From an optimization exercise on the open Yosys and OpenROAD flow, aimed at small area and a short achievable clock period; shortcuts taken in it are not production practice.
RTL that was checked went through simulation tests only; none was proved equivalent to the original.
The RTL of runs 1 to 3 was laid out without a check of its function.

`design/flow/run.sh`:
```
#!/bin/bash
# synth_recipe.tcl (not shown) runs the flow's synth.tcl, then flattens the netlist and writes it again
# the make line also repeats each setting of config.mk as NAME=value (left out here)
make -C /OpenROAD-flow-scripts/flow DESIGN_CONFIG=/design/flow/config.mk WORK_HOME=/design/flow/orfs CLKGATE_MAP_FILE= SYNTH_SCRIPT=/design/flow/synth_recipe.tcl finish
```
`design/flow/config.mk`:
```
export PLATFORM = sky130hd
export DESIGN_NAME = sgbm_bt_cost_top
export DESIGN_NICKNAME = sgbm_bt_cost_top
export VERILOG_FILES = /design/flow/design.v
export SDC_FILE = /design/flow/constraint.sdc
export NUM_CORES = 4
export LEC_CHECK = 0
export CAP_MARGIN = 20
export CORE_MARGIN = 2
export CORE_UTILIZATION = 60
export SETUP_SLACK_MARGIN = 4.25
export SLEW_MARGIN = 20
export SYNTH_HIERARCHICAL = 1
```
`design/flow/constraint.sdc`:
```
create_clock -name core_clock -period 8.0 [get_ports {clk}]
set_input_delay 1.6000 -clock core_clock [delete_from_list [all_inputs] [get_ports {clk}]]
set_output_delay 1.6000 -clock core_clock [all_outputs]
set_load 0.01 [all_outputs]
```
`design/flow/design.v`:
```
package sgbm_cost_pkg;
    localparam int NUM_DISP   = 8;
    localparam int MAX_WIDTH  = 256;
    localparam int COL_BITS   = 8;
    localparam int BORDER_VAL = 63;
    localparam int GRAD_MAX   = 126;
    localparam int PIX_SHIFT  = 2;
    localparam int PIPE_LAT   = 6;
    localparam int COL_W    = 24;
    localparam int PIX_BT_W = 24;
    localparam int GRAD_BT_W = 21;
    localparam int SAMPLE_W = 45;
endpackage
`timescale 1ns/10ps
module bt_pg #(
    parameter int W   = 8,
    parameter bit SUB = 1'b0
) (
    input  logic [W-1:0] a,
    input  logic [W-1:0] b,
    output logic [W-1:0] p,
    output logic [W-1:0] g
);
    if (SUB) begin : g_sub
        assign p = ~(a ^ b);
        assign g = a & ~b;
    end else begin : g_add
        assign p = a ^ b;
        assign g = a & b;
    end
endmodule
module bt_add #(
    parameter int W   = 8,
    parameter bit SUB = 1'b0,
    parameter bit CI  = 1'b0,
    parameter bit SUM = 1'b1,
    parameter int SLO = 0
) (
    input  logic [W-1:0] a,
    input  logic [W-1:0] b,
    output logic [W-1:0] s,
    output logic         co
);
    logic [W-1:0] p;
    logic [W-1:0] g;
    logic [W:0]   c;
    bt_pg #(.W(W), .SUB(SUB)) u_pg (
        .a(a),
        .b(b),
        .p(p),
        .g(g)
    );
    always_comb begin
        logic [W-1:0] gg, pp, ng, np;
        gg    = g;
        pp    = p;
        gg[0] = p[0] ? CI : g[0];
        pp[0] = 1'b0;
        for (int lvl = 0; (1 << lvl) < W; lvl++) begin
            ng = gg;
            np = pp;
            for (int i = 0; i < W; i++) begin
                if (((i >> lvl) & 1) == 1) begin
                    ng[i] = pp[i] ? gg[((i >> lvl) << lvl) - 1] : gg[i];
                    np[i] = pp[i] & pp[((i >> lvl) << lvl) - 1];
                end
            end
            gg = ng;
            pp = np;
        end
        c = {gg, CI};
    end
    assign co = c[W];
    for (genvar i = 0; i < W; i++) begin : g_sum
        assign s[i] = (SUM && i >= SLO) ? (c[i] ? ~p[i] : p[i]) : 1'b0;
    end
endmodule
`timescale 1ns/10ps
module sgbm_bt_cost_top (
    input  logic        clk,
    input  logic        rst,
    input  logic        i_row_start,
    input  logic [7:0]  i_width,
    input  logic [23:0] i_left,
    input  logic [23:0] i_right,
    output logic [63:0] o_cost,
    output logic        o_valid,
    output logic        o_row_done
);
    logic              run;
    logic signed [8:0] rem;
    logic [3:0]        u;
    logic              b_pix;    
    logic              b_grad;   
    always_ff @(posedge clk) begin
        if (rst) begin
            run     <= 1'b0;
            o_valid <= 1'b0;
        end else begin
            if (!run) begin
                run <= i_row_start;
            end else if (rem == -9'sd5) begin
                run <= 1'b0;
            end
            o_valid <= run && (u >= 4'd12) && (rem >= -9'sd4);
        end
    end
    always_ff @(posedge clk) begin
        if (!run) begin
            rem <= $signed({1'b0, i_width});
            u   <= '0;
        end else begin
            rem <= rem - 9'sd1;
            if (u != 4'd15) u <= u + 4'd1;
        end
    end
    assign o_row_done = !run;
    assign b_pix  = !run || (u == 4'd0) || (rem <= 9'sd1);
    always_ff @(posedge clk) begin
        b_grad <= !run || (u <= 4'd1) || (rem <= 9'sd0);
    end
    logic [9:0]  ls_a, ls_b, rs_a, rs_b;
    logic [10:0] le, re;
    logic [9:0]  ls_new, rs_new;
    logic [10:0] le_new, re_new;
    logic [7:0]  lp [0:3];
    logic [7:0]  rp [0:9];
    logic [6:0]  lg [0:1];
    logic [6:0]  rg [0:7];
    logic [6:0]  lg_new, rg_new;    
    bt_front u_lfront (.col(i_left),  .s_prev2(ls_b), .s(ls_new), .e(le_new));
    bt_front u_rfront (.col(i_right), .s_prev2(rs_b), .s(rs_new), .e(re_new));
    function automatic logic [6:0] grad_of(input logic [10:0] e);
        if (!e[10] && (e[9:6] != 4'd0 || e[5:0] == 6'h3f)) grad_of = 7'd126;
        else if (e[10] && e[9:6] != 4'hf)                 grad_of = 7'd0;
        else                                              grad_of = {~e[6], e[5:0]};
    endfunction
    assign lg_new = b_grad ? 7'd63 : grad_of(le);
    assign rg_new = b_grad ? 7'd63 : grad_of(re);
    always_ff @(posedge clk) begin
        ls_a <= ls_new; ls_b <= ls_a;
        rs_a <= rs_new; rs_b <= rs_a;
        le   <= le_new;
        re   <= re_new;
        lp[0] <= b_pix ? 8'd63 : i_left[15:8];
        rp[0] <= b_pix ? 8'd63 : i_right[15:8];
        for (int k = 1; k < 4; k++)  lp[k] <= lp[k-1];
        for (int k = 1; k < 10; k++) rp[k] <= rp[k-1];
        lg[0] <= lg_new;
        rg[0] <= rg_new;
        lg[1] <= lg[0];
        for (int k = 1; k < 8; k++) rg[k] <= rg[k-1];
    end
    function automatic logic [14:0] ud_pix_r(input logic [7:0] l, input logic [7:0] c,
                                             input logic [7:0] r);
        logic [8:0] el, er, emax, emin;
        el   = {1'b0, l} - {1'b0, c};
        er   = {1'b0, r} - {1'b0, c};
        emax = (l < r) ? er : el;
        emin = (l < r) ? el : er;
        ud_pix_r = {emax[8] ? 7'd0 : emax[7:1], emin[8] ? ~emin[8:1] : 8'hff};
    endfunction
    function automatic logic [16:0] ud_pix_l(input logic [7:0] l, input logic [7:0] c,
                                             input logic [7:0] r);
        logic [9:0] c1, fl, fr, gl, gr, f, g;
        c1 = {2'b0, c} + 10'd1;
        fl = c1 - {2'b0, l};
        fr = c1 - {2'b0, r};
        gl = {2'b0, l} + ~c1;
        gr = {2'b0, r} + ~c1;
        f  = (l < r) ? fl : fr;
        g  = (l < r) ? gr : gl;
        ud_pix_l = {f[9] ? 9'd0 : f[9:1], g[9] ? 8'hff : g[8:1]};
    endfunction
    logic [14:0] udp_r_new;
    logic [12:0] udg_r_new;
    logic [16:0] udp_l_new;
    logic [13:0] udg_l_new;
    assign udp_r_new = ud_pix_r(rp[3], rp[2], rp[1]);
    assign udp_l_new = ud_pix_l(lp[3], lp[2], lp[1]);
    logic [7:0] rg_el;
    logic [6:0] rg_er;
    logic       rg_er_c, rg_lr_c;
    assign rg_el = {1'b0, rg[1]} - {1'b0, rg[0]};
    bt_add #(.W(7), .SUB(1'b0), .CI(1'b1)) u_rg_er (.a(rg_new), .b(~rg[0]), .s(rg_er), .co(rg_er_c));
    bt_add #(.W(7), .SUB(1'b0), .CI(1'b1), .SUM(1'b0)) u_rg_lr (.a(rg[1]), .b(~rg_new), .s(), .co(rg_lr_c));
    always_comb begin
        logic [7:0] er, emax, emin;
        er   = {~rg_er_c, rg_er};
        emax = !rg_lr_c ? er : rg_el;
        emin = !rg_lr_c ? rg_el : er;
        udg_r_new = {emax[7] ? 6'd0 : emax[6:1], emin[7] ? ~emin[7:1] : 7'h7f};
    end
    logic [7:0] lg_c1;
    logic [8:0] lg_fl, lg_gl;
    logic [7:0] lg_fr, lg_gr;
    logic       lg_fr_c, lg_gr_c, lg_lr_c;
    assign lg_c1 = {1'b0, lg[0]} + 8'd1;
    assign lg_fl = {1'b0, lg_c1} - {2'b0, lg[1]};
    assign lg_gl = {2'b0, lg[1]} + ~{1'b0, lg_c1};
    bt_add #(.W(8), .SUB(1'b0), .CI(1'b1)) u_lg_fr (.a(lg_c1), .b(~{1'b0, lg_new}), .s(lg_fr), .co(lg_fr_c));
    bt_add #(.W(8), .SUB(1'b0), .CI(1'b0)) u_lg_gr (.a({1'b0, lg_new}), .b(~lg_c1), .s(lg_gr), .co(lg_gr_c));
    bt_add #(.W(7), .SUB(1'b0), .CI(1'b1), .SUM(1'b0)) u_lg_lr (.a(lg[1]), .b(~lg_new), .s(), .co(lg_lr_c));
    always_comb begin
        logic [8:0] f, g;
        f = !lg_lr_c ? lg_fl : {~lg_fr_c, lg_fr};
        g = !lg_lr_c ? {~lg_gr_c, lg_gr} : lg_gl;
        udg_l_new = {f[8] ? 7'd0 : f[7:1], g[8] ? 7'h7f : g[7:1]};
    end
    logic [16:0] udp_l;
    logic [13:0] udg_l;
    logic [14:0] udp_r [0:7];    
    logic [12:0] udg_r [0:7];
    logic [7:0]  dp [0:7];
    logic        np [0:7];
    logic [6:0]  dg [0:7];
    logic        ng [0:7];
    always_ff @(posedge clk) begin
        logic [8:0] tp;
        logic [7:0] tg;
        udp_l    <= udp_l_new;
        udg_l    <= udg_l_new;
        udp_r[0] <= udp_r_new;
        udg_r[0] <= udg_r_new;
        for (int k = 1; k < 8; k++) begin
            udp_r[k] <= udp_r[k-1];
            udg_r[k] <= udg_r[k-1];
        end
        for (int d = 0; d < 8; d++) begin
            tp    = {1'b0, lp[2]} - {1'b0, rp[2+d]};
            np[d] <= tp[8];
            dp[d] <= tp[7:0] ^ {8{tp[8]}};
            tg    = {1'b0, lg[0]} - {1'b0, rg[d]};
            ng[d] <= tg[7];
            dg[d] <= tg[6:0] ^ {7{tg[7]}};
        end
    end
    logic [6:0] rp_q [0:7];    
    logic [7:0] rg_q [0:7];    
    for (genvar d = 0; d < 8; d++) begin : g_disp
        logic [8:0] ap, bp, mp;
        logic       bp_ge_ap;
        logic [7:0] rpv;
        logic       rpv_c;
        assign ap = np[d] ? {udp_r[d][7], udp_r[d][7:0]} : {2'b0, udp_r[d][14:8]};
        assign bp = np[d] ? {udp_l[7], udp_l[7:0]} : udp_l[16:8];
        bt_add #(.W(9), .SUB(1'b0), .CI(1'b1), .SUM(1'b0)) u_cp (
            .a({~bp[8], bp[7:0]}), .b({ap[8], ~ap[7:0]}), .s(), .co(bp_ge_ap));
        assign mp = bp_ge_ap ? bp : ap;
        bt_add #(.W(8), .SUB(1'b0), .CI(1'b1), .SLO(2)) u_rp (
            .a(dp[d]), .b(~mp[7:0]), .s(rpv), .co(rpv_c));
        logic [6:0] ag, bg, mg;
        logic       bg_ge_ag;
        logic [6:0] rgv;
        logic       rgv_c;
        assign ag = ng[d] ? udg_r[d][6:0] : {1'b0, udg_r[d][12:7]};
        assign bg = ng[d] ? udg_l[6:0] : udg_l[13:7];
        bt_add #(.W(7), .SUB(1'b0), .CI(1'b1), .SUM(1'b0)) u_cg (
            .a({~bg[6], bg[5:0]}), .b({ag[6], ~ag[5:0]}), .s(), .co(bg_ge_ag));
        assign mg = bg_ge_ag ? bg : ag;
        bt_add #(.W(7), .SUB(1'b0), .CI(1'b1)) u_rg (
            .a(dg[d]), .b(~mg), .s(rgv), .co(rgv_c));
        always_ff @(posedge clk) begin
            rp_q[d] <= {~mp[8] & ~rpv_c, rpv[7:2]};
            rg_q[d] <= {~mg[6] & ~rgv_c, rgv};
        end
        always_ff @(posedge clk) begin
            o_cost[8*d +: 8] <= {2'b0, rp_q[d][6] ? 6'd0 : rp_q[d][5:0]} +
                                {1'b0, rg_q[d][7] ? 7'd0 : rg_q[d][6:0]};
        end
    end
endmodule
module bt_front (
    input  logic [23:0] col,
    input  logic [9:0]  s_prev2,
    output logic [9:0]  s,
    output logic [10:0] e
);
    logic [9:0]  x0, y0, x1, y1;
    logic [10:0] ex, ey, nz;
    logic [9:0]  a, b, c2;
    logic [10:0] s_full;
    logic        s_co, e_co;
    assign a  = {2'b0, col[23:16]};
    assign c2 = {1'b0, col[15:8], 1'b0};
    assign b  = {2'b0, col[7:0]};
    assign x0 = a ^ c2 ^ b;
    assign y0 = {((a[8:0] & c2[8:0]) | (a[8:0] & b[8:0]) | (c2[8:0] & b[8:0])), 1'b0};
    assign nz = ~{1'b0, s_prev2};
    assign ex = {1'b0, x0} ^ {1'b0, y0} ^ nz;
    assign ey = {(({1'b0, x0[9:0]} & {1'b0, y0[9:0]}) | ({1'b0, x0[9:0]} & nz[10:0]) |
                  ({1'b0, y0[9:0]} & nz[10:0]))} << 1;
    bt_add #(.W(10), .SUB(1'b0), .CI(1'b0)) u_s (.a(x0), .b(y0), .s(s), .co(s_co));
    bt_add #(.W(11), .SUB(1'b0), .CI(1'b0)) u_e (.a(ex), .b(ey), .s(e), .co(e_co));
endmodule
```
==> run_results.csv, run 1 <==
group,metric,value,unit
critical_path,worstSetupStartpointType,"register",
floorplanning,dieWidth,281,um
global_route,grt_first_pass_wirelength,168,mm
route,postRouteWirelength,112,mm
critical_path,critical_path.max_stage_delay,0.51,ns
floorplanning,floorplan.io_pins,125,
placed_design,io_buf_count,124,
floorplanning,floorplan.die.height,281,um
timing,period_minus_slack,3.84,ns
route,dr_total_vias,33300,
floorplanning,floorplan.core_area,75800,sq um
timing,fmax,0.261,GHz
critical_path,critical_path.endpoint_type,"register",
critical_path,reg2reg_to,"rp_q[7][6]$_DFF_P_",
critical_path,worstPathCellList,"buf_8 -> mux2i_4 -> ha_4 -> o22ai_1 -> nor3_2 -> o41ai_4 -> clkinvlp_4 -> buf_6 -> nor2_2 -> a21oi_2 -> inv_2 -> ha_4 -> nand2b_4 -> a21oi_4 -> o31ai_4 -> mux2i_1 -> a311oi_1",
route,viasPerCell,5.44,
cells_and_area,final_core_occ,0.720,
route,drtPass1Iterations,7,
route,wl_met2,51.2,mm
cells_and_area,drive_gt1_frac,0.169,
placed_design,dp_worst_setup_slack,3.45,ns
global_route,grt_max_degree,28,
critical_path,slowest_stage,"sky130_fd_sc_hd__o41ai_4",
yosys,post_synthesis_instance_area,45900,sq um
clock_tree,worst_skew_pair.late_latency,0.65,ns
route,maxUsedRoutingLayer,"met4",
critical_path,cp_data_required_time,8.53,ns
timing,clock-skew-final,0.0304,ns
yosys,yosysWarningCount,39,
critical_path,number_of_buffers_and_inverters_on_the_critical_path,4,
critical_path,timing.critical_path.depth,17,
timing,timing.final.max_slew_violations,0,
clock_tree,cts-hold-fix-buffers,0,
timing,worst-slew-pin-transition,0.913,ns
cells_and_area,fillers,5646,
clock_tree,ctsRootBufferMaster,"sky130_fd_sc_hd__clkbuf_16",
status,status,"no timing/DRC/antenna violations",
timing,final.setup.worst_slack,4.16,ns
critical_path,cp_dominant_cell_by_count,"sky130_fd_sc_hd__ha_4",
clock_tree,tritoncts,"built",
clock_tree,cts-buffers-inserted,88,
route,drt_first_iter_violations,1685,
floorplanning,fp.dieArea,78800,sq um
clock_tree,cts-root-to-sink-buffers,3,
job,timing.max_cap.violations,0,
timing,setup_viol,0,
route,met1_length,52.3,mm
timing,min_period_over_period,0.480,
critical_path,worst_path_dominant_cell_family,"compound AO/OA/AOI/OAI gates",
clock_tree,path_clk_slew,0.06,ns
cells_and_area,finalNonFillerCells,6119,
critical_path,critPathArrivalTime,4.37,ns
global_route,initial_antenna_violation_count,4,
timing,headroom_to_the_max_slew_limit,0.391,
critical_path,setup.worst_path.start,"np[7]$_DFF_P_",
yosys,syn_avg_cell_area,9.61,sq um
timing,setup_repair_after_global_routing_missed_its_margin,"yes",
cells_and_area,layout-area-overhead-vs-synth,18.8,%
route,detail-route-antenna-nets,0,
global_route,number_of_global_route_vias_before_repair,31200,
floorplanning,core.rowCount,101,
critical_path,ff2ff_path_depth,17,
route,route.detailed.wl_per_inst,18.2,um
timing,setup_tns_final,0,ns
floorplanning,initial_utilization,0.606,
timing,final_hold_viol_count,0,
route,drc,0,
critical_path,crit-reg2reg-launch,"np[7]$_DFF_P_",
clock_tree,cts_sinks,834,
clock_tree,htreeDepth,3,
route,met3WireLength,5.06,mm
critical_path,reg2reg_slack,4.16,ns
global_route,overflow,0,
hold_path,hp-class,"reg -> reg",
cells_and_area,fin_nets,5754,
placed_design,placedCellCount,5812,
critical_path,worst_setup_path_endpoint,"rp_q[7][6]$_DFF_P_",
placed_design,dp.final_hpwl,81.2,mm
critical_path,worst-setup-path-type,"reg -> reg",
global_route,tot_gr_track_use,0.272,
yosys,number_of_standard_cells_after_synthesis,4778,
critical_path,critical_path.max_fanout,8,
placed_design,finalWeightedCongestion,0.921,
cells in the final DEF, fill, tap and decap left out, types with 22 or more instances in the layout:
cell and count:
sky130_fd_sc_hd__or2_1 26, sky130_fd_sc_hd__or3b_1 23, sky130_fd_sc_hd__a21o_1 101, sky130_fd_sc_hd__nand2b_1 93
sky130_fd_sc_hd__ha_1 518, sky130_fd_sc_hd__or2_2 23, sky130_fd_sc_hd__a21oi_2 43, sky130_fd_sc_hd__nand3_1 49
sky130_fd_sc_hd__dfxtp_2 23, sky130_fd_sc_hd__nor2_1 274, sky130_fd_sc_hd__dfxtp_1 792, sky130_fd_sc_hd__mux2_2 113
sky130_fd_sc_hd__a21oi_1 249, sky130_fd_sc_hd__xnor2_1 340, sky130_fd_sc_hd__o21bai_1 31, sky130_fd_sc_hd__mux2i_1 114
sky130_fd_sc_hd__xor2_1 97, sky130_fd_sc_hd__clkdlybuf4s50_1 108, sky130_fd_sc_hd__nor2_2 22, sky130_fd_sc_hd__nand2_1 176
sky130_fd_sc_hd__fa_1 45, sky130_fd_sc_hd__nor2b_1 188, sky130_fd_sc_hd__inv_2 44, sky130_fd_sc_hd__inv_1 493
sky130_fd_sc_hd__a31oi_1 26, sky130_fd_sc_hd__ha_4 51, sky130_fd_sc_hd__o221ai_1 34, sky130_fd_sc_hd__nor3_1 32
sky130_fd_sc_hd__clkbuf_16 93, sky130_fd_sc_hd__buf_4 122, sky130_fd_sc_hd__o21ai_0 139
worst reg2reg max path: stages (launching register included):
cell and delay (ns):
sky130_fd_sc_hd__dfxtp_4 0.46, sky130_fd_sc_hd__buf_8 0.18, sky130_fd_sc_hd__mux2i_4 0.30, sky130_fd_sc_hd__ha_4 0.24, sky130_fd_sc_hd__o22ai_1 0.18, sky130_fd_sc_hd__nor3_2 0.09
sky130_fd_sc_hd__o41ai_4 0.51, sky130_fd_sc_hd__clkinvlp_4 0.35, sky130_fd_sc_hd__buf_6 0.20, sky130_fd_sc_hd__nor2_2 0.10, sky130_fd_sc_hd__a21oi_2 0.04, sky130_fd_sc_hd__inv_2 0.07
sky130_fd_sc_hd__ha_4 0.14, sky130_fd_sc_hd__nand2b_4 0.14, sky130_fd_sc_hd__a21oi_4 0.08, sky130_fd_sc_hd__o31ai_4 0.26, sky130_fd_sc_hd__mux2i_1 0.12, sky130_fd_sc_hd__a311oi_1 0.28
flip-flops by register name (all words and copies together) (netlist names), 9 cells and up:
name / cells
dg: 56
dp: 64
le: 11
lg: 14
lp: 32
ls_a: 10
ls_b: 10
o_cost: 64
re: 11
rem: 9
rg: 56
rg_q: 64
rp: 80
rp_q: 56
rs_a: 10
rs_b: 10
udg_l: 14
udg_r: 104
udp_l: 16
udp_r: 120
final cells by class:
| cell class | instances | area, sq um | area share |
|---|---|---|---|
| Antenna cell | 1 | 2.50 | 0.0000459 |
| Clock buffer | 110 | 2500 | 0.0458 |
| Clock inverter | 55 | 862 | 0.0158 |
| Inverter | 544 | 2070 | 0.0380 |
| Multi-Input combinational cell | 3326 | 28600 | 0.525 |
| Sequential cell | 834 | 16800 | 0.308 |
| Tap cell | 978 | 1220 | 0.0224 |
| Timing Repair Buffer | 264 | 2430 | 0.0445 |
| Timing Repair inverter | 7 | 45.0 | 0.000826 |
what timing repair did:
item                       4_1_cts  5_1_grt
setup buffers                   11      123
pin swaps                       21      104
setup endpoints to repair      115      113
gates resized for setup         66      361
cloned                           0        7
worst min-delay path by stage:
stage	endpoint	from	slack, ns	cells after the start
2_1_floorplan	lp[1][0]$_DFF_P_	lp[0][0]$_SDFF_PP1_	0.31	0
3_3_place_gp	rs_b[8]$_DFF_P_	rs_a[8]$_DFF_P_	0.31	0
3_5_place_dp	lp[1][7]$_DFF_P_	lp[0][7]$_SDFF_PP0_	0.31	0
4_1_cts	ls_b[1]$_DFF_P_	ls_a[1]$_DFF_P_	0.32	0
5_1_grt	ls_b[1]$_DFF_P_	ls_a[1]$_DFF_P_	0.33	0
6_report	ls_b[1]$_DFF_P_	ls_a[1]$_DFF_P_	0.32	0
routing by layer:
metal  up-vias  GRT usage
li1      16900          -
met1     15500      0.373
met2       700      0.451
met3       201     0.0338
met4         0     0.0725
met5         -          0
per-stage QoR:
step | hold WS, ns | instance area, sq um
finish | 0.322 | 54600
floorplan | 0.310 | 46200
global placement | 0.310 | 48400
detailed placement | 0.312 | 48400
CTS | 0.324 | 51900
global route | 0.329 | 54600
==> inputs of run 2 (changes only) <==
--- a/design/flow/design.v
+++ b/design/flow/design.v
@@ -176,8 +176,10 @@
     logic [12:0] udg_r_new;
     logic [16:0] udp_l_new;
     logic [13:0] udg_l_new;
-    assign udp_r_new = ud_pix_r(rp[3], rp[2], rp[1]);
-    assign udp_l_new = ud_pix_l(lp[3], lp[2], lp[1]);
+    always_ff @(posedge clk) begin
+        udp_r_new <= ud_pix_r(rp[2], rp[1], rp[0]);
+        udp_l_new <= ud_pix_l(lp[2], lp[1], lp[0]);
+    end
     logic [7:0] rg_el;
     logic [6:0] rg_er;
     logic       rg_er_c, rg_lr_c;
@@ -215,8 +217,8 @@
     logic        np [0:7];
     logic [6:0]  dg [0:7];
     logic        ng [0:7];
+    logic        sp [0:7];       
     always_ff @(posedge clk) begin
-        logic [8:0] tp;
         logic [7:0] tg;
         udp_l    <= udp_l_new;
         udg_l    <= udg_l_new;
@@ -227,9 +229,6 @@
             udg_r[k] <= udg_r[k-1];
         end
         for (int d = 0; d < 8; d++) begin
-            tp    = {1'b0, lp[2]} - {1'b0, rp[2+d]};
-            np[d] <= tp[8];
-            dp[d] <= tp[7:0] ^ {8{tp[8]}};
             tg    = {1'b0, lg[0]} - {1'b0, rg[d]};
             ng[d] <= tg[7];
             dg[d] <= tg[6:0] ^ {7{tg[7]}};
@@ -238,31 +237,49 @@
     logic [6:0] rp_q [0:7];    
     logic [7:0] rg_q [0:7];    
     for (genvar d = 0; d < 8; d++) begin : g_disp
-        logic [8:0] ap, bp, mp;
-        logic       bp_ge_ap;
+        logic [8:0] tp;
+        logic [8:0] a1, b1;
+        logic       b1_ge_a1;
+        logic [14:0] ud_r1;
+        assign tp    = {1'b0, lp[2]} - {1'b0, rp[2+d]};
+        assign ud_r1 = (d == 0) ? udp_r_new : udp_r[(d == 0) ? 0 : d-1];
+        assign a1 = tp[8] ? {ud_r1[7], ud_r1[7:0]} : {2'b0, ud_r1[14:8]};
+        assign b1 = tp[8] ? {udp_l_new[7], udp_l_new[7:0]} : udp_l_new[16:8];
+        bt_add #(.W(9), .SUB(1'b0), .CI(1'b1), .SUM(1'b0)) u_cp (
+            .a({~b1[8], b1[7:0]}), .b({a1[8], ~a1[7:0]}), .s(), .co(b1_ge_a1));
+        always_ff @(posedge clk) begin
+            np[d] <= tp[8];
+            dp[d] <= tp[7:0] ^ {8{tp[8]}};
+            sp[d] <= b1_ge_a1;
+        end
+        logic [8:0] mp;
         logic [7:0] rpv;
         logic       rpv_c;
-        assign ap = np[d] ? {udp_r[d][7], udp_r[d][7:0]} : {2'b0, udp_r[d][14:8]};
-        assign bp = np[d] ? {udp_l[7], udp_l[7:0]} : udp_l[16:8];
-        bt_add #(.W(9), .SUB(1'b0), .CI(1'b1), .SUM(1'b0)) u_cp (
-            .a({~bp[8], bp[7:0]}), .b({ap[8], ~ap[7:0]}), .s(), .co(bp_ge_ap));
-        assign mp = bp_ge_ap ? bp : ap;
+        always_comb begin
+            case ({np[d], sp[d]})
+                2'b00:   mp = {2'b0, udp_r[d][14:8]};       
+                2'b01:   mp = udp_l[16:8];                  
+                2'b10:   mp = {udp_r[d][7], udp_r[d][7:0]};  
+                default: mp = {udp_l[7], udp_l[7:0]};       
+            endcase
+        end
         bt_add #(.W(8), .SUB(1'b0), .CI(1'b1), .SLO(2)) u_rp (
             .a(dp[d]), .b(~mp[7:0]), .s(rpv), .co(rpv_c));
-        logic [6:0] ag, bg, mg;
+        logic [6:0] ag, bg;
         logic       bg_ge_ag;
-        logic [6:0] rgv;
-        logic       rgv_c;
+        logic [6:0] rga, rgb;
+        logic       rga_c, rgb_c;
         assign ag = ng[d] ? udg_r[d][6:0] : {1'b0, udg_r[d][12:7]};
         assign bg = ng[d] ? udg_l[6:0] : udg_l[13:7];
         bt_add #(.W(7), .SUB(1'b0), .CI(1'b1), .SUM(1'b0)) u_cg (
             .a({~bg[6], bg[5:0]}), .b({ag[6], ~ag[5:0]}), .s(), .co(bg_ge_ag));
-        assign mg = bg_ge_ag ? bg : ag;
-        bt_add #(.W(7), .SUB(1'b0), .CI(1'b1)) u_rg (
-            .a(dg[d]), .b(~mg), .s(rgv), .co(rgv_c));
+        bt_add #(.W(7), .SUB(1'b0), .CI(1'b1)) u_rga (
+            .a(dg[d]), .b(~ag), .s(rga), .co(rga_c));
+        bt_add #(.W(7), .SUB(1'b0), .CI(1'b1)) u_rgb (
+            .a(dg[d]), .b(~bg), .s(rgb), .co(rgb_c));
         always_ff @(posedge clk) begin
             rp_q[d] <= {~mp[8] & ~rpv_c, rpv[7:2]};
-            rg_q[d] <= {~mg[6] & ~rgv_c, rgv};
+            rg_q[d] <= bg_ge_ag ? {~bg[6] & ~rgb_c, rgb} : {~ag[6] & ~rga_c, rga};
         end
         always_ff @(posedge clk) begin
             o_cost[8*d +: 8] <= {2'b0, rp_q[d][6] ? 6'd0 : rp_q[d][5:0]} +
--- a/design/flow/config.mk
+++ b/design/flow/config.mk
@@ -7,7 +7,7 @@
 export LEC_CHECK = 0
 export CAP_MARGIN = 20
 export CORE_MARGIN = 2
-export CORE_UTILIZATION = 60
-export SETUP_SLACK_MARGIN = 4.25
+export CORE_UTILIZATION = 40
+export SETUP_SLACK_MARGIN = 4.5
 export SLEW_MARGIN = 20
 export SYNTH_HIERARCHICAL = 1
==> run_results.csv, run 2 <==
group,metric,value,unit
status,status,"no timing/DRC/antenna violations",
yosys,post_synthesis_instance_area,50000,sq um
cells_and_area,registers.top_by_ff_count,"udp_r",
cells_and_area,layout_commonest_cell,"sky130_fd_sc_hd__dfxtp_1",
critical_path,worst-setup-path-type,"reg -> reg",
timing,setup_viol,0,
critical_path,worst_setup_path_endpoint,"sp[3]$_DFF_P_",
floorplanning,fp.dieArea,128000,sq um
yosys,number_of_standard_cells_after_synthesis,5019,
timing,setup_repair_after_global_routing_missed_its_margin,"yes",
route,dr_total_vias,35200,
critical_path,critical_path.max_stage_delay,0.40,ns
timing,final_hold_viol_count,0,
timing,timing.final.max_slew_violations,0,
global_route,overflow,0,
placed_design,finalWeightedCongestion,0.855,
route,viasPerCell,5.03,
critical_path,crit-reg2reg-launch,"lp[2][0]$_DFF_P_",
clock_tree,tritoncts,"built",
clock_tree,cts-root-to-sink-buffers,3,
route,route.detailed.wl_per_inst,17.3,um
placed_design,io_buf_count,124,
global_route,number_of_global_route_vias_before_repair,34700,
critical_path,worstSetupStartpointType,"register",
critical_path,worstPathCellList,"clkinvlp_4 -> buf_6 -> buf_4 -> ha_2 -> fa_2 -> nor2b_1 -> o21ai_0 -> nand2b_1 -> a21o_1 -> a21o_1 -> a31oi_4 -> buf_12 -> mux2_2 -> ha_1 -> o211ai_1 -> a21oi_1 -> nor3_1 -> o41ai_2",
cells_and_area,most-common-layout-cells,"sky130_fd_sc_hd__dfxtp_1 (853), sky130_fd_sc_hd__ha_1 (597), sky130_fd_sc_hd__inv_1 (523)",
critical_path,setup.worst_path.start,"lp[2][0]$_DFF_P_",
cells_and_area,fin_nets,6028,
cells_and_area,reg_top3,"udp_r: 120 flops, udg_r: 104 flops, rp: 80 flops",
critical_path,reg2reg_to,"sp[3]$_DFF_P_",
critical_path,cp_data_required_time,8.54,ns
cells_and_area,number_of_flip_flops_under_the_largest_register_name,120,
job,timing.max_cap.violations,0,
clock_tree,worst_skew_pair.late_latency,0.68,ns
route,drc,0,
global_route,initial_antenna_violation_count,10,
floorplanning,dieWidth,358,um
timing,worst-slew-pin-transition,0.953,ns
timing,fmax,0.285,GHz
placed_design,dp.final_hpwl,93.5,mm
clock_tree,cts-buffers-inserted,95,
floorplanning,core.rowCount,129,
clock_tree,cts_sinks,865,
clock_tree,ctsRootBufferMaster,"sky130_fd_sc_hd__clkbuf_16",
timing,setup_tns_final,0,ns
route,postRouteWirelength,121,mm
route,drt_first_iter_violations,1683,
hold_path,hp-class,"reg -> reg",
cells_and_area,drive_gt1_frac,0.163,
global_route,grt_first_pass_wirelength,188,mm
floorplanning,initial_utilization,0.404,
yosys,yosysWarningCount,41,
floorplanning,floorplan.die.height,358,um
cells_and_area,layout-area-overhead-vs-synth,17.3,%
global_route,grt_max_degree,30,
critical_path,critical_path.endpoint_type,"register",
timing,min_period_over_period,0.438,
floorplanning,floorplan.io_pins,125,
clock_tree,htreeDepth,3,
critical_path,ff2ff_path_depth,18,
timing,period_minus_slack,3.50,ns
timing,headroom_to_the_max_slew_limit,0.365,
clock_tree,path_clk_slew,0.06,ns
timing,clock-skew-final,0.0327,ns
critical_path,reg2reg_slack,4.50,ns
critical_path,slowest_stage,"sky130_fd_sc_hd__dfxtp_4",
route,drtPass1Iterations,5,
critical_path,critPathArrivalTime,4.05,ns
global_route,tot_gr_track_use,0.187,
route,detail-route-antenna-nets,0,
yosys,syn_avg_cell_area,9.97,sq um
critical_path,critical_path.max_fanout,11,
critical_path,cp_dominant_cell_by_count,"sky130_fd_sc_hd__a21o_1",
floorplanning,floorplan.core_area,124000,sq um
run 2: area by class of cell:
type / count / area, sq um
fill: 11500 / 65300
multi-input combinational: 3519 / 31300
sequential: 865 / 17300
clock buffer: 116 / 2580
timing repair buffer: 244 / 2420
inverter: 557 / 2120
tap: 1637 / 2050
clock inverter: 55 / 835
timing repair inverter: 1 / 7.51
antenna: 1 / 2.50
run 2: worst min-delay path by stage:
stage | start | to | slack [ns] | cells past startpoint
4_1_cts | rs_a[1]$_DFF_P_ | rs_b[1]$_DFF_P_ | 0.33 | 0
3_3_place_gp | ls_a[2]$_DFF_P_ | ls_b[2]$_DFF_P_ | 0.31 | 0
5_1_grt | rs_a[4]$_DFF_P_ | rs_b[4]$_DFF_P_ | 0.33 | 0
6_report | ls_a[2]$_DFF_P_ | ls_b[2]$_DFF_P_ | 0.33 | 0
2_1_floorplan | ls_a[0]$_DFF_P_ | ls_b[0]$_DFF_P_ | 0.31 | 0
3_5_place_dp | rs_a[1]$_DFF_P_ | rs_b[1]$_DFF_P_ | 0.31 | 0
run 2: stage by stage:
step	area [sq um]	cells	util	setup WS, ns	hold WS [ns]
6_report	58700	6995	0.473	4.50	0.326
3_3_place_gp	53300	6712	0.430	3.46	0.311
5_1_grt	58700	6994	0.473	4.33	0.333
3_5_place_dp	53300	6712	0.430	3.48	0.312
2_1_floorplan	50300	5027	-	4.21	0.310
4_1_cts	57900	6954	0.467	4.40	0.327
run 2: critical path: cells and delay by family, from the launching register on:
kind                       cells  cell delay (ns)
AOI/OAI and AO/OA              7             0.83
adders and majority gates      3             0.88
buffers and inverters          4             0.55
DFF                            1             0.40
muxes                          1             0.27
and+or+nand+nor                3             0.43
run 2: timing repair:
action	in CTS	in global routing
endpoints found under the setup margin	59	41
hold buffers	0	0
gates resized for setup	179	81
pin swaps	105	42
buffers inserted	61	38
gates cloned	10	2
run 2: routing by layer:
| layer | track usage | share of wire | up-vias |
|---|---|---|---|
| met3 | 0.0304 | 0.044 | 163 |
| met4 | 0.0577 | 0.030 | 0 |
| met5 | 0 | 0 | - |
| met2 | 0.301 | 0.44 | 670 |
| li1 | - | - | 17900 |
| met1 | 0.255 | 0.48 | 16500 |
==> inputs of run 3 (changes only) <==
--- a/design/flow/config.mk
+++ b/design/flow/config.mk
@@ -7,7 +7,8 @@
 export LEC_CHECK = 0
 export CAP_MARGIN = 20
 export CORE_MARGIN = 2
-export CORE_UTILIZATION = 40
+export CORE_UTILIZATION = 65
+export CTS_BUF_LIST = sky130_fd_sc_hd__clkbuf_8
 export SETUP_SLACK_MARGIN = 4.5
 export SLEW_MARGIN = 20
 export SYNTH_HIERARCHICAL = 1
==> run_results.csv, run 3 <==
group,metric,value,unit
yosys,post_synthesis_instance_area,50000,sq um
clock_tree,path_clk_slew,0.07,ns
route,viasPerCell,5.55,
timing,min_period_over_period,0.446,
timing,fmax,0.281,GHz
floorplanning,floorplan.die.height,281,um
clock_tree,worst_skew_pair.late_latency,0.80,ns
placed_design,finalWeightedCongestion,0.920,
route,drc,0,
critical_path,cp_data_required_time,8.70,ns
route,drt_first_iter_violations,2207,
route,drtPass1Iterations,5,
timing,worst-slew-pin-transition,0.952,ns
cells_and_area,layout_commonest_cell,"sky130_fd_sc_hd__dfxtp_1",
yosys,number_of_standard_cells_after_synthesis,5019,
clock_tree,cts_sinks,865,
timing,setup_repair_after_global_routing_missed_its_margin,"yes",
floorplanning,floorplan.io_pins,125,
timing,clock-skew-final,0.0344,ns
clock_tree,cts-buffers-inserted,145,
critical_path,worst-setup-path-type,"reg -> reg",
critical_path,critical_path.max_fanout,13,
timing,setup_tns_final,0,ns
route,dr_total_vias,36000,
global_route,initial_antenna_violation_count,3,
timing,setup_viol,0,
status,status,"no timing/DRC/antenna violations",
global_route,tot_gr_track_use,0.299,
critical_path,critical_path.max_stage_delay,0.46,ns
cells_and_area,fin_nets,6098,
critical_path,critPathArrivalTime,4.27,ns
clock_tree,cts-hold-fix-buffers,0,
floorplanning,initial_utilization,0.658,
timing,final_hold_viol_count,0,
route,detail-route-antenna-nets,0,
cells_and_area,layout-area-overhead-vs-synth,15.6,%
cells_and_area,registers.top_by_ff_count,"udp_r",
route,postRouteWirelength,120,mm
cells_and_area,most-common-layout-cells,"sky130_fd_sc_hd__dfxtp_1 (849), sky130_fd_sc_hd__ha_1 (596), sky130_fd_sc_hd__inv_1 (562)",
cells_and_area,reg_top3,"udp_r: 120 flops, udg_r: 104 flops, rp: 80 flops",
cells_and_area,fillers,5376,
yosys,syn_avg_cell_area,9.97,sq um
floorplanning,dieWidth,281,um
global_route,number_of_global_route_vias_before_repair,35200,
floorplanning,core.rowCount,101,
global_route,grt_max_degree,30,
clock_tree,cts-root-to-sink-buffers,3,
job,timing.max_cap.violations,0,
clock_tree,ctsRootBufferMaster,"sky130_fd_sc_hd__clkbuf_8",
critical_path,critical_path.endpoint_type,"register",
global_route,grt_first_pass_wirelength,186,mm
clock_tree,htreeDepth,4,
placed_design,dp.final_hpwl,89.3,mm
critical_path,slowest_stage,"sky130_fd_sc_hd__a21oi_4",
floorplanning,floorplan.core_area,76100,sq um
cells_and_area,number_of_flip_flops_under_the_largest_register_name,120,
critical_path,worstSetupStartpointType,"register",
hold_path,hold_depth,0,
timing,timing.hold.ws,0.319,ns
global_route,overflow,0,
floorplanning,fp.dieArea,79200,sq um
yosys,yosysWarningCount,41,
clock_tree,tritoncts,"built",
cells_and_area,drive_gt1_frac,0.174,
timing,final.setup.worst_slack,4.44,ns
hold_path,hp-class,"reg -> reg",
timing,period_minus_slack,3.56,ns
timing,headroom_to_the_max_slew_limit,0.365,
critical_path,worstPathCellList,"clkinvlp_4 -> buf_12 -> ha_2 -> fa_2 -> nor2b_2 -> o21ai_2 -> a21boi_2 -> o21ai_0 -> nand2b_1 -> a21o_1 -> buf_4 -> a21oi_4 -> mux2i_1 -> ha_1 -> nand2_1 -> nor3_2 -> o41ai_2",
critical_path,ff2ff_path_depth,17,
placed_design,dp_worst_setup_slack,3.46,ns
placed_design,io_buf_count,124,
route,route.detailed.wl_per_inst,18.5,um
timing,timing.final.max_slew_violations,0,
## run 3: area by class of cell
class	instances	area, sq um	area share
Clock buffer	171	2350	0.0407
Sequential cell	865	17400	0.300
Tap cell	1030	1290	0.0223
Clock inverter	82	638	0.0110
Antenna cell	1	2.50	0.0000433
Inverter	557	2120	0.0367
Multi-Input combinational cell	3521	31400	0.543
Timing Repair Buffer	263	2660	0.0459
## run 3: path summary, 6_finish.rpt
kind	start	end	slack [ns]
hold reg to reg	rg[3][2]$_DFF_P_	rg[4][2]$_DFF_P_	0.32
setup / recovery	lp[2][0]$_DFF_P_	sp[0]$_DFF_P_	4.44
hold / removal	rg[3][2]$_DFF_P_	rg[4][2]$_DFF_P_	0.32
setup reg to reg	lp[2][0]$_DFF_P_	sp[0]$_DFF_P_	4.44
## run 3: layer usage
metal | global-route usage | share of wire | vias to the layer above
met5 | 0 | 0 | -
met4 | 0.106 | 0.032 | 0
met3 | 0.0478 | 0.057 | 240
met2 | 0.489 | 0.46 | 909
met1 | 0.402 | 0.45 | 16900
li1 | - | - | 18000
## run 3: through the flow
stage | utilization | area, sq um | instances
2_1_floorplan | - | 50300 | 5027
3_3_place_gp | 0.690 | 52500 | 6101
3_5_place_dp | 0.690 | 52500 | 6101
4_1_cts | 0.746 | 56800 | 6444
5_1_grt | 0.760 | 57800 | 6490
6_report | 0.760 | 57800 | 6490
## run 3: timing repair
action                     in CTS  in global routing
hold endpoints to repair        0                  0
setup endpoints to repair      44                 55
pin swaps                      85                 95
gates resized for setup       132                152
setup buffers                  80                 44
cloned                         10                  1
## run 3: critical path, delay by kind of cell (launching register included)
kind | cells | cell delay [ns]
adders and majority gates | 3 | 0.69
buffers and inverters | 3 | 0.40
AOI/OAI and AO/OA | 6 | 1.46
DFF | 1 | 0.35
muxes | 1 | 0.25
and+or+nand+nor | 4 | 0.33
==> inputs of run 4 (changes only) <==
--- a/design/flow/design.v
+++ b/design/flow/design.v
@@ -92,18 +92,18 @@
     logic [3:0]        u;
     logic              b_pix;    
     logic              b_grad;   
+    logic run_d;
+    logic row_done_q;    
+    always_comb begin
+        if (rst)       run_d = 1'b0;
+        else if (!run) run_d = i_row_start;
+        else           run_d = (rem != -9'sd5);
+    end
     always_ff @(posedge clk) begin
-        if (rst) begin
-            run     <= 1'b0;
-            o_valid <= 1'b0;
-        end else begin
-            if (!run) begin
-                run <= i_row_start;
-            end else if (rem == -9'sd5) begin
-                run <= 1'b0;
-            end
-            o_valid <= run && (u >= 4'd12) && (rem >= -9'sd4);
-        end
+        run        <= run_d;
+        row_done_q <= !run_d;
+        if (rst) o_valid <= 1'b0;
+        else     o_valid <= run && (u >= 4'd12) && (rem >= -9'sd4);
     end
     always_ff @(posedge clk) begin
         if (!run) begin
@@ -114,7 +114,7 @@
             if (u != 4'd15) u <= u + 4'd1;
         end
     end
-    assign o_row_done = !run;
+    assign o_row_done = row_done_q;
     assign b_pix  = !run || (u == 4'd0) || (rem <= 9'sd1);
     always_ff @(posedge clk) begin
         b_grad <= !run || (u <= 4'd1) || (rem <= 9'sd0);
@@ -151,34 +151,37 @@
         lg[1] <= lg[0];
         for (int k = 1; k < 8; k++) rg[k] <= rg[k-1];
     end
-    function automatic logic [14:0] ud_pix_r(input logic [7:0] l, input logic [7:0] c,
-                                             input logic [7:0] r);
-        logic [8:0] el, er, emax, emin;
-        el   = {1'b0, l} - {1'b0, c};
-        er   = {1'b0, r} - {1'b0, c};
-        emax = (l < r) ? er : el;
-        emin = (l < r) ? el : er;
-        ud_pix_r = {emax[8] ? 7'd0 : emax[7:1], emin[8] ? ~emin[8:1] : 8'hff};
-    endfunction
-    function automatic logic [16:0] ud_pix_l(input logic [7:0] l, input logic [7:0] c,
-                                             input logic [7:0] r);
-        logic [9:0] c1, fl, fr, gl, gr, f, g;
-        c1 = {2'b0, c} + 10'd1;
-        fl = c1 - {2'b0, l};
-        fr = c1 - {2'b0, r};
-        gl = {2'b0, l} + ~c1;
-        gr = {2'b0, r} + ~c1;
-        f  = (l < r) ? fl : fr;
-        g  = (l < r) ? gr : gl;
-        ud_pix_l = {f[9] ? 9'd0 : f[9:1], g[9] ? 8'hff : g[8:1]};
-    endfunction
     logic [14:0] udp_r_new;
     logic [12:0] udg_r_new;
     logic [16:0] udp_l_new;
     logic [13:0] udg_l_new;
+    logic [8:0] lp_c1;
     always_ff @(posedge clk) begin
-        udp_r_new <= ud_pix_r(rp[2], rp[1], rp[0]);
-        udp_l_new <= ud_pix_l(lp[2], lp[1], lp[0]);
+        lp_c1 <= {1'b0, lp[0]} + 9'd1;
+    end
+    logic [7:0] rp_el, rp_er;
+    logic       rp_el_c, rp_er_c, rp_lr_c;
+    bt_add #(.W(8), .SUB(1'b0), .CI(1'b1)) u_rp_el (.a(rp[2]), .b(~rp[1]), .s(rp_el), .co(rp_el_c));
+    bt_add #(.W(8), .SUB(1'b0), .CI(1'b1)) u_rp_er (.a(rp[0]), .b(~rp[1]), .s(rp_er), .co(rp_er_c));
+    bt_add #(.W(8), .SUB(1'b0), .CI(1'b1), .SUM(1'b0)) u_rp_lr (.a(rp[2]), .b(~rp[0]), .s(), .co(rp_lr_c));
+    logic [8:0] lp_fl, lp_fr, lp_gl, lp_gr;
+    logic       lp_fl_c, lp_fr_c, lp_gl_c, lp_gr_c, lp_lr_c;
+    bt_add #(.W(9), .SUB(1'b0), .CI(1'b1)) u_lp_fl (.a(lp_c1), .b(~{1'b0, lp[2]}), .s(lp_fl), .co(lp_fl_c));
+    bt_add #(.W(9), .SUB(1'b0), .CI(1'b1)) u_lp_fr (.a(lp_c1), .b(~{1'b0, lp[0]}), .s(lp_fr), .co(lp_fr_c));
+    bt_add #(.W(9), .SUB(1'b0), .CI(1'b0)) u_lp_gl (.a({1'b0, lp[2]}), .b(~lp_c1), .s(lp_gl), .co(lp_gl_c));
+    bt_add #(.W(9), .SUB(1'b0), .CI(1'b0)) u_lp_gr (.a({1'b0, lp[0]}), .b(~lp_c1), .s(lp_gr), .co(lp_gr_c));
+    bt_add #(.W(8), .SUB(1'b0), .CI(1'b1), .SUM(1'b0)) u_lp_lr (.a(lp[2]), .b(~lp[0]), .s(), .co(lp_lr_c));
+    always_ff @(posedge clk) begin
+        logic [8:0] el, er, emax, emin;
+        logic [9:0] f, g;
+        el   = {~rp_el_c, rp_el};
+        er   = {~rp_er_c, rp_er};
+        emax = !rp_lr_c ? er : el;
+        emin = !rp_lr_c ? el : er;
+        udp_r_new <= {emax[8] ? 7'd0 : emax[7:1], emin[8] ? ~emin[8:1] : 8'hff};
+        f = !lp_lr_c ? {~lp_fl_c, lp_fl} : {~lp_fr_c, lp_fr};
+        g = !lp_lr_c ? {~lp_gr_c, lp_gr} : {~lp_gl_c, lp_gl};
+        udp_l_new <= {f[9] ? 9'd0 : f[9:1], g[9] ? 8'hff : g[8:1]};
     end
     logic [7:0] rg_el;
     logic [6:0] rg_er;
@@ -237,20 +240,19 @@
     logic [6:0] rp_q [0:7];    
     logic [7:0] rg_q [0:7];    
     for (genvar d = 0; d < 8; d++) begin : g_disp
-        logic [8:0] tp;
-        logic [8:0] a1, b1;
-        logic       b1_ge_a1;
+        logic [8:0]  tp;
+        logic        pos_ge, neg_ge;
         logic [14:0] ud_r1;
         assign tp    = {1'b0, lp[2]} - {1'b0, rp[2+d]};
         assign ud_r1 = (d == 0) ? udp_r_new : udp_r[(d == 0) ? 0 : d-1];
-        assign a1 = tp[8] ? {ud_r1[7], ud_r1[7:0]} : {2'b0, ud_r1[14:8]};
-        assign b1 = tp[8] ? {udp_l_new[7], udp_l_new[7:0]} : udp_l_new[16:8];
-        bt_add #(.W(9), .SUB(1'b0), .CI(1'b1), .SUM(1'b0)) u_cp (
-            .a({~b1[8], b1[7:0]}), .b({a1[8], ~a1[7:0]}), .s(), .co(b1_ge_a1));
+        bt_add #(.W(9), .SUB(1'b0), .CI(1'b1), .SUM(1'b0)) u_cpp (
+            .a(udp_l_new[16:8]), .b(~{2'b0, ud_r1[14:8]}), .s(), .co(pos_ge));
+        bt_add #(.W(8), .SUB(1'b0), .CI(1'b1), .SUM(1'b0)) u_cpn (
+            .a({~udp_l_new[7], udp_l_new[6:0]}), .b({ud_r1[7], ~ud_r1[6:0]}), .s(), .co(neg_ge));
         always_ff @(posedge clk) begin
             np[d] <= tp[8];
             dp[d] <= tp[7:0] ^ {8{tp[8]}};
-            sp[d] <= b1_ge_a1;
+            sp[d] <= tp[8] ? neg_ge : pos_ge;
         end
         logic [8:0] mp;
         logic [7:0] rpv;
==> design/flow/flow/run.sh (new file) <==
#!/bin/bash
# Layout with the standard flow (standard.sh: unchanged synthesis and
# steps). The one change: the port buffers are buf_4 instead of the default
# pick (a slow delay buffer), so the input and output paths lose less time.
set -euo pipefail
export BUFFER_PORTS_ARGS="-buffer_cell sky130_fd_sc_hd__buf_4"
bash standard.sh > standard.log 2>&1
==> design/flow/standard.sh (new file) <==
#!/bin/bash
# synth_recipe.tcl (not shown) runs the flow's synth.tcl, then flattens the netlist and writes it again
# the make line also repeats each setting of config.mk as NAME=value (left out here)
make -C /OpenROAD-flow-scripts/flow DESIGN_CONFIG=/design/flow/config.mk WORK_HOME=/design/flow/orfs CLKGATE_MAP_FILE= SYNTH_SCRIPT=/design/flow/synth_recipe.tcl "${@:-finish}"
--- a/design/flow/config.mk
+++ b/design/flow/config.mk
@@ -7,8 +7,8 @@
 export LEC_CHECK = 0
 export CAP_MARGIN = 20
 export CORE_MARGIN = 2
-export CORE_UTILIZATION = 65
-export CTS_BUF_LIST = sky130_fd_sc_hd__clkbuf_8
-export SETUP_SLACK_MARGIN = 4.5
+export CORE_UTILIZATION = 40
+export SETUP_SLACK_MARGIN = 4.75
 export SLEW_MARGIN = 20
 export SYNTH_HIERARCHICAL = 1
+export TNS_END_PERCENT = 30
removed: design/flow/run.sh
==> run_results.csv, run 4 <==
group,metric,value,unit
cells_and_area,fillers,12700,
critical_path,crit-reg2reg-launch,"ng[7]$_DFF_P_",
clock_tree,path_clk_slew,0.06,ns
clock_tree,cts-buffers-inserted,93,
cells_and_area,reg_top3,"udp_r: 120 flops, udg_r: 104 flops, rp: 80 flops",
critical_path,slowest_stage,"sky130_fd_sc_hd__fa_1",
yosys,post_synthesis_instance_area,52700,sq um
cells_and_area,antenna_cells,0,
critical_path,cp_data_required_time,8.60,ns
floorplanning,floorplan.die.height,367,um
critical_path,critPathArrivalTime,3.95,ns
timing,headroom_to_the_max_slew_limit,0.348,
timing,timing.final.max_slew_violations,0,
floorplanning,floorplan.core_area,131000,sq um
yosys,yosysWarningCount,44,
cells_and_area,layout-area-overhead-vs-synth,13.3,%
cells_and_area,registers.top_by_ff_count,"udp_r",
job,timing.max_cap.violations,0,
floorplanning,dieWidth,367,um
floorplanning,initial_utilization,0.402,
clock_tree,htreeDepth,3,
timing,setup_repair_after_global_routing_missed_its_margin,"yes",
placed_design,finalWeightedCongestion,0.869,
status,status,"no timing/DRC/antenna violations",
route,drt_first_iter_violations,2059,
timing,clock-skew-final,0.0267,ns
clock_tree,ctsRootBufferMaster,"sky130_fd_sc_hd__clkbuf_16",
placed_design,dp.final_hpwl,102,mm
clock_tree,worst_skew_pair.late_latency,0.69,ns
timing,setup_tns_final,0,ns
hold_path,min-delay-start,"rs_a[7]$_DFF_P_",
timing,setup_viol,0,
route,dr_total_vias,38100,
floorplanning,core.rowCount,133,
floorplanning,floorplan.io_pins,125,
timing,min_period_over_period,0.419,
cells_and_area,drive_gt1_frac,0.142,
cells_and_area,number_of_flip_flops_under_the_largest_register_name,120,
timing,period_minus_slack,3.35,ns
critical_path,worst_path_dominant_cell_family,"adder cells",
critical_path,number_of_buffers_and_inverters_on_the_critical_path,3,
route,detail-route-antenna-nets,0,
global_route,grt_first_pass_wirelength,198,mm
floorplanning,fp.dieArea,135000,sq um
hold_path,hp-class,"reg -> reg",
placed_design,io_buf_count,124,
timing,final_hold_viol_count,0,
clock_tree,cts-root-to-sink-buffers,3,
cells_and_area,final_core_occ,0.455,
global_route,number_of_global_route_vias_before_repair,36500,
critical_path,critical_path.max_fanout,3,
route,route.detailed.wl_per_inst,16.9,um
critical_path,setup.worst_path.start,"i_left[13]",
critical_path,critical_path.max_stage_delay,0.58,ns
cells_and_area,fin_nets,6531,
cells_and_area,most-common-layout-cells,"sky130_fd_sc_hd__dfxtp_1 (866), sky130_fd_sc_hd__ha_1 (702), sky130_fd_sc_hd__inv_1 (655)",
clock_tree,tritoncts,"built",
route,drc,0,
cells_and_area,layout_commonest_cell,"sky130_fd_sc_hd__dfxtp_1",
route,drtPass1Iterations,5,
global_route,tot_gr_track_use,0.184,
critical_path,worstPathCellList,"buf_4 -> inv_2 -> fa_1 -> inv_2 -> ha_4 -> xnor2_4 -> ha_4 -> and2_4 -> a221o_1 -> a31oi_1 -> xnor2_1",
global_route,grt_max_degree,33,
critical_path,worstSetupStartpointType,"input port",
global_route,initial_antenna_violation_count,4,
clock_tree,cts_sinks,875,
critical_path,worst-setup-path-type,"in -> reg",
timing,timing.hold.ws,0.317,ns
critical_path,critical_path.endpoint_type,"register",
yosys,syn_avg_cell_area,9.57,sq um
timing,fmax,0.298,GHz
clock_tree,cts-hold-fix-buffers,0,
route,viasPerCell,5.06,
timing,worst-slew-pin-transition,0.976,ns
route,postRouteWirelength,127,mm
global_route,overflow,0,
yosys,number_of_standard_cells_after_synthesis,5507,
-- run 4: path summary, 6_finish.rpt --
| check | endpoint | slack (ns) | depth (start not counted) |
|---|---|---|---|
| hold reg to reg | rs_b[7]$_DFF_P_ | 0.32 | 0 |
| setup reg to reg | rg_q[7][3]$_DFF_P_ | 4.86 | 6 |
| hold / removal | rs_b[7]$_DFF_P_ | 0.32 | 0 |
| setup / recovery | le[9]$_DFF_P_ | 4.65 | 11 |
-- run 4: layout make-up --
| type | instances | area, sq um | share of cell area |
|---|---|---|---|
| Multi-Input combinational cell | 3883 | 32900 | 0.550 |
| Sequential cell | 875 | 17500 | 0.294 |
| Clock buffer | 135 | 2710 | 0.0453 |
| Inverter | 682 | 2600 | 0.0436 |
| Tap cell | 1755 | 2200 | 0.0368 |
| Timing Repair Buffer | 168 | 1280 | 0.0215 |
| Clock inverter | 34 | 519 | 0.00870 |
-- run 4: per-stage QoR --
stage	area, sq um	worst slack, ns	std cells
5_1_grt	59700	4.60	7532
6_report	59700	4.65	7532
2_1_floorplan	53100	4.21	5543
4_1_cts	59100	4.66	7498
3_5_place_dp	55800	3.87	7323
3_3_place_gp	55800	3.89	7323
-- run 4: timing repair --
| action | in CTS | in global routing |
|---|---|---|
| pin swaps | 9 | 65 |
| setup endpoints to repair | 40 | 73 |
| setup buffers | 6 | 32 |
| gates cloned | 0 | 2 |
| gates resized for setup | 19 | 79 |
-- run 4: worst register-to-register path, stage by stage, from the launching register on --
cell and delay [ns]:
sky130_fd_sc_hd__dfxtp_1 0.81, sky130_fd_sc_hd__mux2_2 0.43, sky130_fd_sc_hd__ha_1 0.32, sky130_fd_sc_hd__or3b_1 0.17, sky130_fd_sc_hd__a31oi_1 0.11, sky130_fd_sc_hd__a21oi_1 0.71, sky130_fd_sc_hd__mux2_2 0.45
-- run 4: per-layer routing --
layer / up-vias / routed length, um / global-route usage
met3: 204 / 6900 / 0.0346
met5: - / 18 / 0
met1: 17700 / 60800 / 0.252
met2: 783 / 55500 / 0.294
li1: 19400 / - / -
met4: 2 / 3940 / 0.0570
==> inputs of run 5 (changes only) <==
--- a/design/flow/config.mk
+++ b/design/flow/config.mk
@@ -11,4 +11,3 @@
 export SETUP_SLACK_MARGIN = 4.75
 export SLEW_MARGIN = 20
 export SYNTH_HIERARCHICAL = 1
-export TNS_END_PERCENT = 30
==> run_results.csv, run 5 <==
group,metric,value,unit
placed_design,dp_worst_setup_slack,3.88,ns
yosys,yosysWarningCount,44,
critical_path,critPathArrivalTime,3.87,ns
timing,timing.final.max_slew_violations,0,
placed_design,io_buf_count,124,
timing,min_period_over_period,0.411,
floorplanning,dieWidth,367,um
cells_and_area,layout_commonest_cell,"sky130_fd_sc_hd__dfxtp_1",
route,detail-route-antenna-nets,0,
timing,final_hold_viol_count,0,
timing,period_minus_slack,3.29,ns
floorplanning,floorplan.core_area,131000,sq um
cells_and_area,drive_gt1_frac,0.150,
route,route.detailed.wl_per_inst,16.8,um
cells_and_area,layout.area.seq,17500,sq um
floorplanning,fp.dieArea,135000,sq um
global_route,number_of_global_route_vias_before_repair,37100,
critical_path,critical_path.max_fanout,3,
timing,worst-slew-pin-transition,0.944,ns
job,timing.max_cap.violations,0,
clock_tree,htreeDepth,3,
hold_path,hp-class,"reg -> reg",
route,viasPerCell,5.03,
critical_path,slowest_stage,"sky130_fd_sc_hd__fa_1",
floorplanning,core.rowCount,133,
route,postRouteWirelength,127,mm
critical_path,crit-reg2reg-launch,"le[8]$_DFF_P_",
cells_and_area,multiInputGateArea,33100,sq um
clock_tree,tritoncts,"built",
yosys,syn_avg_cell_area,9.57,sq um
critical_path,critical_path.endpoint_type,"register",
cells_and_area,fillers,12400,
clock_tree,cts_sinks,875,
critical_path,worst-setup-path-type,"in -> reg",
critical_path,worstSetupStartpointType,"input port",
clock_tree,ctsRootBufferMaster,"sky130_fd_sc_hd__clkbuf_16",
timing,final.setup.worst_slack,4.71,ns
critical_path,critical_path.max_stage_delay,0.57,ns
route,drt_first_iter_violations,1811,
clock_tree,cts-hold-fix-buffers,0,
global_route,grt_max_degree,33,
hold_path,min-delay-start,"lp[1][6]$_DFF_P_",
cells_and_area,number_of_flip_flops_under_the_largest_register_name,120,
cells_and_area,layout-area-overhead-vs-synth,13.9,%
cells_and_area,fin_nets,6538,
status,status,"no timing/DRC/antenna violations",
global_route,grt_first_pass_wirelength,198,mm
floorplanning,floorplan.die.height,367,um
placed_design,dp.final_hpwl,102,mm
cells_and_area,registers.top_by_ff_count,"udp_r",
timing,fmax,0.304,GHz
timing,clock-skew-final,0.0180,ns
route,dr_total_vias,38000,
timing,headroom_to_the_max_slew_limit,0.370,
cells_and_area,most-common-layout-cells,"sky130_fd_sc_hd__dfxtp_1 (867), sky130_fd_sc_hd__ha_1 (694), sky130_fd_sc_hd__inv_1 (644)",
floorplanning,floorplan.io_pins,125,
clock_tree,worst_skew_pair.late_latency,0.69,ns
route,drc,0,
clock_tree,cts-buffers-inserted,95,
critical_path,worst_path_dominant_cell_family,"adder cells",
timing,setup_tns_final,0,ns
clock_tree,cts-root-to-sink-buffers,3,
global_route,initial_antenna_violation_count,4,
floorplanning,initial_utilization,0.402,
yosys,number_of_standard_cells_after_synthesis,5507,
global_route,overflow,0,
global_route,tot_gr_track_use,0.183,
critical_path,number_of_buffers_and_inverters_on_the_critical_path,3,
cells_and_area,layout.cell_area.non_filler,60100,sq um
critical_path,cp_data_required_time,8.57,ns
critical_path,setup.worst_path.start,"i_right[6]",
timing,setup_repair_after_global_routing_missed_its_margin,"yes",
route,drtPass1Iterations,5,
placed_design,finalWeightedCongestion,0.871,
clock_tree,path_clk_slew,0.06,ns
critical_path,worstPathCellList,"buf_6 -> inv_2 -> fa_1 -> inv_2 -> ha_4 -> xnor2_4 -> ha_4 -> and2_4 -> a221o_1 -> a31oi_1 -> xnor2_1",
yosys,post_synthesis_instance_area,52700,sq um
timing,setup_viol,0,
cells_and_area,reg_top3,"udp_r: 120 flops, udg_r: 104 flops, rp: 80 flops",
placed_design,place_area,55800,sq um
[run 5: layout make-up]
| class | count | area share |
|---|---|---|
| Multi-Input combinational cell | 3883 | 0.551 |
| Sequential cell | 875 | 0.292 |
| Clock buffer | 128 | 0.0443 |
| Timing Repair Buffer | 173 | 0.0223 |
| Tap cell | 1755 | 0.0366 |
| Clock inverter | 49 | 0.0109 |
| Inverter | 682 | 0.0433 |
| Antenna cell | 2 | 0.0000833 |
[run 5: metrics by stage]
stage / instances / hold slack [ns] / utilization
after floorplan: 5543 / 0.310 / -
after global placement: 7323 / 0.311 / 0.425
after detailed placement: 7323 / 0.312 / 0.425
after CTS: 7517 / 0.320 / 0.454
after global routing: 7545 / 0.324 / 0.458
final: 7547 / 0.321 / 0.458
[run 5: worst register-to-register path: stages, from the launching register on]
cell	delay, ns
sky130_fd_sc_hd__dfxtp_1	0.31
sky130_fd_sc_hd__nor4_2	0.27
sky130_fd_sc_hd__o21ai_1	0.10
sky130_fd_sc_hd__nand2b_1	0.10
sky130_fd_sc_hd__nand2b_1	0.12
sky130_fd_sc_hd__a21o_1	0.22
sky130_fd_sc_hd__inv_2	0.08
sky130_fd_sc_hd__ha_4	0.20
sky130_fd_sc_hd__or3b_4	0.40
sky130_fd_sc_hd__a31oi_4	0.22
sky130_fd_sc_hd__a21oi_2	0.08
sky130_fd_sc_hd__buf_6	0.16
sky130_fd_sc_hd__or4_4	0.55
sky130_fd_sc_hd__o21ai_4	0.13
sky130_fd_sc_hd__nor2_1	0.08
[run 5: layer usage]
metal / wire, um / part of all wire / vias to the layer above / global-route usage
met4: 3260 / 0.026 / 0 / 0.0490
met1: 61400 / 0.49 / 17700 / 0.252
met2: 55800 / 0.44 / 698 / 0.296
met3: 6020 / 0.048 / 178 / 0.0311
met5: 0 / 0 / - / 0
li1: - / - / 19400 / -
[run 5: what timing repair did]
item,4_1_cts,5_1_grt
gates cloned,0,1
buffers inserted,17,27
resized for setup,52,87
pin swaps,47,74
setup endpoints to repair,41,61
[run 5: worst paths after layout]
path                               to  slack, ns  cells after the start
setup / recovery        re[9]$_DFF_P_       4.71                     11
hold / removal       lp[2][6]$_DFF_P_       0.32                      0
setup reg to reg  udg_l[8]$_SDFF_PP0_       4.88                     14
hold reg to reg      lp[2][6]$_DFF_P_       0.32                      0

-- afterwards: timing with drivers on the ports --
The results above use ideal ports. As a check the final layouts listed here were re-extracted and re-timed, cells and wires unchanged. Step 1 sets driving cells, clkbuf_16 on the clock port and buf_2 on the other inputs (assumed; they add their load-dependent delay and slew). Step 2 times the ports against the registers' clock, not the clock port: input delays grow and output delays shrink by t, the midpoint of the rising clock arrivals with the driver on. Slacks: no drivers / after step 1 / after step 2; pairs: no drivers / after step 1.
run	shift t [ns]	slack for setup (ns)	latest minus earliest clock arrival (ns)	slew at the worst register clock pin (ns)	worst data-port slew with drivers (ns)
run 1	0.704	4.164 / 4.164 / 3.642	0.032 / 0.033	0.07 / 0.07	0.04
run 2	0.730	4.496 / 4.496 / 3.874	0.039 / 0.039	0.07 / 0.07	0.04
run 3	0.851	4.436 / 4.436 / 3.754	0.042 / 0.041	0.07 / 0.07	0.04
run 4	0.756	4.649 / 4.673 / 3.917	0.027 / 0.027	0.07 / 0.07	0.06
run 5	0.755	4.708 / 4.739 / 3.984	0.020 / 0.020	0.07 / 0.07	0.05
After both steps setup and hold are still met in every run listed. For run 4, which loses most, drivers alone change the setup slack by +0.024 ns; drivers and shift together by -0.732 ns.
